From an optimization exercise on the open Yosys and OpenROAD flow, aimed at small area; shortcuts taken in it are not production practice.
Function was checked by simulation only, so behaviour that the tests miss may differ from the original.
The clock input has no modelled driver; a real chip could not lean on it and would need a root buffer or a full tree.
Power figures rest on the tool's default switching activity, not on a simulated workload.

==> run E: inputs <==
// platform_game
module platform_game (
    input  logic        clk,
    input  logic        rst,
    input  logic        tick,
    input  logic [20:0] joy,
    input  logic [9:0]  key,
    input  logic        key_valid,
    output logic [20:0] p0,
    output logic [20:0] p1,
    output logic [2:0]  gates,
    output logic        spike_on,
    output logic [1:0]  scene
);
export LEC_CHECK = 0
export ABC_AREA = 1
export CAP_MARGIN = 20
export CORE_MARGIN = 2
export CORE_UTILIZATION = 40
export SLEW_MARGIN = 20
create_clock -name core_clock -period 7.0 [get_ports {clk}]
standard.sh (not shown) runs the stock make flow with config.mk's settings and CLKGATE_MAP_FILE= SYNTH_SCRIPT=/design/flow/synth_recipe.tcl, a recipe that flattens the netlist after the stock synthesis.
==> flow/flow/run.sh <==
#!/bin/bash
# Standard ORFS layout (the standard.sh) with these changes:
#  - after floorplanning, the combinational logic is re-mapped for area by
#    OpenROAD's restructure, RMP_PASSES times (flow/restructure.tcl);
#    registers are untouched
#  - the port buffers are the smallest buffer (buf_1) instead of the cell
#    buffer_ports picks by itself; every port still gets its buffer
#  - CTS adds no dummy loads
#  - before repair_design, combinational cells start from their smallest
#    drive strength (flow/downsize.tcl)
# standard.sh's output goes to standard.log here; ORFS keeps each step's
# log under orfs/logs.
set -euo pipefail
here=$(pwd)
export POST_FLOORPLAN_TCL="$here/flow/restructure.tcl"
export RMP_PASSES=2
export BUFFER_PORTS_ARGS="-buffer_cell sky130_fd_sc_hd__buf_1"
export CTS_ARGS="-sink_clustering_enable -repair_clock_nets -dont_use_dummy_load"
export PRE_RESIZE_TCL="$here/flow/downsize.tcl"
bash standard.sh > standard.log 2>&1
Other scripts of this flow, unchanged in this note and not shown: flow/flow/downsize.tcl, flow/flow/restructure.tcl
==> inputs of run X, as changes to run E <==
--- a/flow/flow/run.sh
+++ b/flow/flow/run.sh
@@ -6,5 +6,7 @@
 #  - the port buffers are the smallest buffer (buf_1) instead of the cell
 #    buffer_ports picks by itself; every port still gets its buffer
-#  - CTS adds no dummy loads
+#  - CTS adds no dummy loads, and the root buffer it puts on the clock port
+#    is dropped when the port can feed the leaf buffers itself
+#    (flow/clock_root.tcl)
 #  - before repair_design, combinational cells start from their smallest
 #    drive strength (flow/downsize.tcl)
@@ -18,3 +20,5 @@
 export CTS_ARGS="-sink_clustering_enable -repair_clock_nets -dont_use_dummy_load"
 export PRE_RESIZE_TCL="$here/flow/downsize.tcl"
+export POST_CTS_TCL="$here/flow/clock_root.tcl"
+export CLK_PORT=clk
 bash standard.sh > standard.log 2>&1
==> flow/flow/clock_root.tcl (new file) <==
set block [ord::get_db_block]
set port_net [[$block findBTerm $::env(CLK_PORT)] getNet]
set loads {}
foreach it [$port_net getITerms] { lappend loads $it }
if { [llength $loads] == 1 } {
  set root [[lindex $loads 0] getInst]
  set m [[$root getMaster] getName]
  set out_net [[$root findITerm X] getNet]
  set sinks {}
  set all_buffers 1
  foreach it [$out_net getITerms] {
    if { [$it isOutputSignal] } { continue }
    lappend sinks $it
    if { ![string match "*__clkbuf_*" [[[$it getInst] getMaster] getName]] } { set all_buffers 0 }
  }
  if { [string match "*__clkbuf_*" $m] && $all_buffers && [llength $sinks] <= 4 } {
    foreach it $sinks { $it disconnect; $it connect $port_net }
    [$root findITerm A] disconnect
    [$root findITerm X] disconnect
    odb::dbInst_destroy $root
    odb::dbNet_destroy $out_net
    puts "clock_root: removed root buffer $m, the port now feeds [llength $sinks] buffers"
  } else {
    puts "clock_root: tree kept ($m feeds [llength $sinks] cells)"
  }
}
==> comparison table <==
| metric | run X | run E |
|---|---|---|
| Vias in the first global route | 3164 | 3180 |
| Detailed Route WL | 8690 um | 8690 um |
| Starting DRC count in detailed routing | 135 | 179 |
| Run status | complete, no violations | complete, no violations |
| Met1 routing resource usage after global routing | 0.229 | 0.228 |
| Post-Route Hold Slack | 0.484 ns | 0.484 ns |
| Power share of the sequential group | 0.373 | 0.365 |
| Via count | 3451 | 3440 |
| Total length of routed met3 wires | 441 um | 395 um |
| Met3 Track Usage GR | 0.0287 | 0.0250 |
| Latest clock arrival within the worst-skew pair | 0.15 ns | 0.30 ns |
| Number of standard cells in the final layout excluding fillers | 637 | 638 |
| Worst vdd ir | 0.121 mV | 0.121 mV |
| Detailed-route vias per instance | 5.42 | 5.39 |

========
==> wip/pepper: inputs <==
Another version of the RTL of platform_game (not shown whole).
==> module hazard_monitor, before the edit <==
module hazard_monitor (
    input  logic clk,
    input  logic rst,
    input  logic tick,
    input  logic contact,
    output logic spike_on,
    output logic spike_hit
);
    logic [6:0] cnt;    
    always_ff @(posedge clk or posedge rst) begin
        if (rst)       cnt <= '0;
        else if (tick) cnt <= cnt + 7'd1;
    end
    assign spike_on  = cnt[6:3] > 4'd4;
    assign spike_hit = spike_on && contact;
endmodule
==> module scene_fsm, before the edit <==
module scene_fsm (
    input  logic       clk,
    input  logic       rst,
    input  logic       tick,
    input  logic       start_req,
    input  logic       spike_hit,
    output logic [1:0] scene
);
    logic [5:0] s;
    logic       losing;
    assign losing = s[5] || s[4];
    assign scene  = {losing, s[0] && !losing};
    always_ff @(posedge clk or posedge rst) begin
        if (rst) begin
            s <= 6'd0;
        end else if (s[0] && !losing) begin
            if (spike_hit) s <= 6'd24;
        end else if ((losing && tick) || (!losing && start_req)) begin
            s <= s + 6'd1;
        end
    end
endmodule
==> flow/config.mk <==
export PLATFORM = sky130hd
export DESIGN_NAME = platform_game
export DESIGN_NICKNAME = platform_game
export VERILOG_FILES = /design/flow/design.v
export SDC_FILE = /design/flow/constraint.sdc
export NUM_CORES = 4
export LEC_CHECK = 0
export CAP_MARGIN = 20
export CORE_MARGIN = 2
export CORE_UTILIZATION = 40
export SLEW_MARGIN = 20
==> flow/constraint.sdc <==
create_clock -name core_clock -period 7.0 [get_ports {clk}]
set_input_delay 1.4000 -clock core_clock [delete_from_list [all_inputs] [get_ports {clk}]]
set_output_delay 1.4000 -clock core_clock [all_outputs]
set_load 0.01 [all_outputs]
==> flow/flow/run.sh <==
#!/bin/bash
# Standard ORFS layout (the standard.sh) with two changes:
#  - the port buffers are the smallest buffer (buf_1) instead of the cell
#    buffer_ports picks by itself; every port still gets its buffer
#  - CTS does not add dummy loads
# Each tool's output goes to a log file of its own here; ORFS keeps its
# per-step logs under orfs/logs.
set -euo pipefail
export BUFFER_PORTS_ARGS="-buffer_cell sky130_fd_sc_hd__buf_1"
export CTS_ARGS="-sink_clustering_enable -repair_clock_nets -dont_use_dummy_load -buf_list sky130_fd_sc_hd__clkbuf_16 -root_buf sky130_fd_sc_hd__clkbuf_16 -sink_clustering_size 64 -sink_clustering_max_diameter 200"
bash standard.sh > standard.log 2>&1
==> wip/quartz (differences from wip/pepper) <==
--- a/flow/design.v
+++ b/flow/design.v
@@ -375,12 +375,20 @@
     output logic spike_on,
     output logic spike_hit
 );
-    logic [6:0] cnt;    
+    logic [6:0] cnt, n;    
+    logic cy;
+    always_comb begin
+        cy = tick;
+        for (int b = 0; b < 7; b++) begin
+            n[b] = cnt[b] ^ cy;
+            cy   = cy & cnt[b];
+        end
+    end
     always_ff @(posedge clk or posedge rst) begin
-        if (rst)       cnt <= '0;
-        else if (tick) cnt <= cnt + 7'd1;
+        if (rst) cnt <= '0;
+        else     cnt <= n;
     end
-    assign spike_on  = cnt[6:3] > 4'd4;
+    assign spike_on  = cnt[6] || (cnt[5] && (cnt[4] || cnt[3]));
     assign spike_hit = spike_on && contact;
 endmodule
 module scene_fsm (
@@ -391,18 +399,22 @@
     input  logic       spike_hit,
     output logic [1:0] scene
 );
-    logic [5:0] s;
-    logic       losing;
-    assign losing = s[5] || s[4];
+    logic [5:0] s, n;
+    logic       losing, inc, cy;
+    assign losing = s[5] || s[3];
     assign scene  = {losing, s[0] && !losing};
-    always_ff @(posedge clk or posedge rst) begin
-        if (rst) begin
-            s <= 6'd0;
-        end else if (s[0] && !losing) begin
-            if (spike_hit) s <= 6'd24;
-        end else if ((losing && tick) || (!losing && start_req)) begin
-            s <= s + 6'd1;
+    assign inc = losing ? tick : (s[0] ? spike_hit : start_req);
+    always_comb begin
+        cy = inc;
+        for (int b = 0; b < 6; b++) begin
+            n[b] = s[b] ^ cy;
+            cy   = cy & s[b];
         end
+        n = n | {1'b0, cy, 1'b0, cy, cy, 1'b0};
+    end
+    always_ff @(posedge clk or posedge rst) begin
+        if (rst) s <= 6'd22;
+        else     s <= n;
     end
 endmodule
 module platform_game (
==> flow/flow/run.sh (replaced) <==
#!/bin/bash
# Standard ORFS layout (the standard.sh) with these changes:
#  - after floorplanning, the combinational logic is re-mapped for area by
#    OpenROAD's restructure (flow/restructure.tcl); registers are untouched
#  - the port buffers are the smallest buffer (buf_1) instead of the cell
#    buffer_ports picks by itself; every port still gets its buffer
#  - CTS adds no dummy loads
#  - before repair_design, combinational cells start from their smallest
#    drive strength (flow/downsize.tcl)
# standard.sh's output goes to standard.log here; ORFS keeps each step's
# log under orfs/logs.
set -euo pipefail
here=$(pwd)
export POST_FLOORPLAN_TCL="$here/flow/restructure.tcl"
export BUFFER_PORTS_ARGS="-buffer_cell sky130_fd_sc_hd__buf_1"
export CTS_ARGS="-sink_clustering_enable -repair_clock_nets -dont_use_dummy_load"
export PRE_RESIZE_TCL="$here/flow/downsize.tcl"
bash standard.sh > standard.log 2>&1
==> flow/flow/downsize.tcl (new file) <==
# Before repair_design: give every combinational cell the smallest-area
# variant of its own function (same cell family, other drive strength).
# repair_design and the later timing repairs size up again where needed.
set n 0
set saved 0.0
foreach inst [get_cells *] {
  set lc [get_lib_cells -quiet -of_objects $inst]
  if { [llength $lc] != 1 || $lc eq "NULL" } { continue }
  set name [get_property $lc name]
  if { ![regexp {^(sky130_fd_sc_hd__[a-z0-9]+)_([0-9]+)$} $name -> base drive] } { continue }
  # keep registers, clock cells, buffers and ties as they are
  if { [regexp {__(df|edf|sdf|dl|clk|buf|conb|tap|fill|decap|diode)} $base] } { continue }
  set best $name
  set best_area [get_property $lc area]
  foreach cand [get_lib_cells ${base}_*] {
    set cn [get_property $cand name]
    if { ![regexp "^${base}_\[0-9\]+\$" $cn] } { continue }
    if { [get_property $cand dont_use] } { continue }
    set a [get_property $cand area]
    if { $a < $best_area } { set best $cn; set best_area $a }
  }
  if { $best ne $name } {
    set saved [expr { $saved + [get_property $lc area] - $best_area }]
    replace_cell $inst $best
    incr n
  }
}
puts "downsize: resized $n cells, [format %.1f $saved] um2 less"
==> flow/flow/restructure.tcl (new file) <==
# After floorplanning: re-map the combinational logic for area with
# OpenROAD's restructure (ABC).  Registers are not touched.
set lib [lindex $::env(LIB_FILES) 0]
set tielo "[lindex $::env(TIELO_CELL_AND_PORT) 0]/[lindex $::env(TIELO_CELL_AND_PORT) 1]"
set tiehi "[lindex $::env(TIEHI_CELL_AND_PORT) 0]/[lindex $::env(TIEHI_CELL_AND_PORT) 1]"
set wd $::env(OBJECTS_DIR)/rmp
file mkdir $wd
report_design_area
restructure -target area -liberty_file $lib -tielo_port $tielo -tiehi_port $tiehi \
  -work_dir $wd -abc_logfile $wd/abc.log
report_design_area
==> wip/fjord (differences from wip/pepper) <==
==> flow/run.sh (new file) <==
#!/bin/bash
# synth_recipe.tcl (not shown) runs the flow's synth.tcl, then flattens the netlist and writes it again
# the make line also repeats each setting of config.mk as NAME=value (left out here)
make -C /OpenROAD-flow-scripts/flow DESIGN_CONFIG=/design/flow/config.mk WORK_HOME=/design/flow/orfs CLKGATE_MAP_FILE= SYNTH_SCRIPT=/design/flow/synth_recipe.tcl finish
removed: flow/flow/run.sh
removed: flow/standard.sh
==> wip/garnet (differences from wip/pepper) <==
--- a/flow/design.v
+++ b/flow/design.v
@@ -375,12 +375,20 @@
     output logic spike_on,
     output logic spike_hit
 );
-    logic [6:0] cnt;    
+    logic [6:0] cnt, n;    
+    logic cy;
+    always_comb begin
+        cy = tick;
+        for (int b = 0; b < 7; b++) begin
+            n[b] = cnt[b] ^ cy;
+            cy   = cy & cnt[b];
+        end
+    end
     always_ff @(posedge clk or posedge rst) begin
-        if (rst)       cnt <= '0;
-        else if (tick) cnt <= cnt + 7'd1;
+        if (rst) cnt <= '0;
+        else     cnt <= n;
     end
-    assign spike_on  = cnt[6:3] > 4'd4;
+    assign spike_on  = cnt[6] || (cnt[5] && (cnt[4] || cnt[3]));
     assign spike_hit = spike_on && contact;
 endmodule
 module scene_fsm (
@@ -391,18 +399,22 @@
     input  logic       spike_hit,
     output logic [1:0] scene
 );
-    logic [5:0] s;
-    logic       losing;
-    assign losing = s[5] || s[4];
+    logic [5:0] s, n;
+    logic       losing, inc, cy;
+    assign losing = s[5] || s[3];
     assign scene  = {losing, s[0] && !losing};
-    always_ff @(posedge clk or posedge rst) begin
-        if (rst) begin
-            s <= 6'd0;
-        end else if (s[0] && !losing) begin
-            if (spike_hit) s <= 6'd24;
-        end else if ((losing && tick) || (!losing && start_req)) begin
-            s <= s + 6'd1;
+    assign inc = losing ? tick : (s[0] ? spike_hit : start_req);
+    always_comb begin
+        cy = inc;
+        for (int b = 0; b < 6; b++) begin
+            n[b] = s[b] ^ cy;
+            cy   = cy & s[b];
         end
+        n = n | {1'b0, cy, 1'b0, cy, cy, 1'b0};
+    end
+    always_ff @(posedge clk or posedge rst) begin
+        if (rst) s <= 6'd22;
+        else     s <= n;
     end
 endmodule
 module platform_game (
==> flow/flow/run.sh (replaced) <==
#!/bin/bash
# Standard ORFS layout (the standard.sh) with these changes:
#  - the port buffers are the smallest buffer (buf_1) instead of the cell
#    buffer_ports picks by itself; every port still gets its buffer
#  - CTS adds no dummy loads and uses a small root buffer
#  - before repair_design, combinational cells start from their smallest
#    drive strength (flow/downsize.tcl)
# standard.sh's output goes to standard.log here; ORFS keeps each step's
# log under orfs/logs.
set -euo pipefail
here=$(pwd)
export BUFFER_PORTS_ARGS="-buffer_cell sky130_fd_sc_hd__buf_1"
export CTS_ARGS="-sink_clustering_enable -repair_clock_nets -dont_use_dummy_load -root_buf sky130_fd_sc_hd__clkbuf_2 -buf_list sky130_fd_sc_hd__clkbuf_8"
export PRE_RESIZE_TCL="$here/flow/downsize.tcl"
bash standard.sh > standard.log 2>&1
==> flow/flow/downsize.tcl (new file) <==
# Before repair_design: give every combinational cell the smallest-area
# variant of its own function (same cell family, other drive strength).
# repair_design and the later timing repairs size up again where needed.
set n 0
set saved 0.0
foreach inst [get_cells *] {
  set lc [get_lib_cells -of_objects $inst]
  set name [get_property $lc name]
  if { ![regexp {^(sky130_fd_sc_hd__[a-z0-9]+)_([0-9]+)$} $name -> base drive] } { continue }
  # keep registers, clock cells, buffers and ties as they are
  if { [regexp {__(df|edf|sdf|dl|clk|buf|conb|tap|fill|decap|diode)} $base] } { continue }
  set best $name
  set best_area [get_property $lc area]
  foreach cand [get_lib_cells ${base}_*] {
    set cn [get_property $cand name]
    if { ![regexp "^${base}_\[0-9\]+\$" $cn] } { continue }
    if { [get_property $cand dont_use] } { continue }
    set a [get_property $cand area]
    if { $a < $best_area } { set best $cn; set best_area $a }
  }
  if { $best ne $name } {
    set saved [expr { $saved + [get_property $lc area] - $best_area }]
    replace_cell $inst $best
    incr n
  }
}
puts "downsize: resized $n cells, [format %.1f $saved] um2 less"
==> notes.md <==
|  | wip/quartz | wip/pepper | wip/fjord | wip/garnet |
|---|---|---|---|---|
| Vias in the first global route | 3529 | 3646 | 3848 | - |
| Run status | timing/DRC/antenna clean | timing/DRC/antenna clean | timing/DRC/antenna clean | stopped before the end |
| Failing step | - | - | - | placement repair |
| Post-layout power | 1280 uW | 1819 uW | 1923 uW | - |
| Post-synthesis cell area | 4173 um^2 | 4263 um^2 | 4263 um^2 | 4173 um^2 |
| Power of the clock network | 160 uW | 232 uW | 206 uW | - |
| CP max stage cell | sky130_fd_sc_hd__nor4_1 | sky130_fd_sc_hd__dfstp_2 | sky130_fd_sc_hd__dfstp_2 | - |
| Average cell area after synthesis | 8.430 um^2 | 8.342 um^2 | 8.342 um^2 | 8.430 um^2 |
| Clock tree from TritonCTS | yes | yes | yes | - |
| Fin cells | 665 | 682 | 685 | - |
| Number of DRC violations after detailed routing | 0 | 0 | 0 | - |
| Proportion of power drawn by flip-flops and latches | 40.8% | 35.9% | 33.7% | - |
| Mux share of post-synthesis cell area | 2.249% | 3.904% | 3.904% | 2.249% |
| Met1 wire length | 4.477 mm | 5.050 mm | 4.974 mm | - |

## separate check: timing with driven ports
In the flow no input, the clock included, has a driving cell. The finished layouts below were timed again as built, in two steps. Step 1 sets driving cells, clkbuf_16 on the clock port and buf_2 on the other inputs (assumed; they add their load-dependent delay and slew). Step 2 moves the port delays by t, midway between the first and last clock arrival at a register: inputs arrive t later, outputs are due t later. That takes back most of the time a late clock gives input paths. Slacks: no drivers / after step 1 / after step 2; pairs: no drivers / after step 1.
run	t, ns	slack for setup (ns)	worst data-port slew with drivers (ns)
run E	0.328	1.904 / 1.875 / 2.202	0.04
run X	0.201	2.060 / 2.002 / 2.202	0.04
wip/pepper	0.324	3.022 / 2.985 / 2.874	0.04
wip/quartz	0.332	2.308 / 2.308 / 2.308	0.04
wip/fjord	0.332	2.637 / 2.605 / 2.542	0.04
After both steps every run listed still meets setup and hold. The setup slack of wip/pepper, which loses most, moves by -0.037 ns with the drivers and by -0.148 ns with both steps.
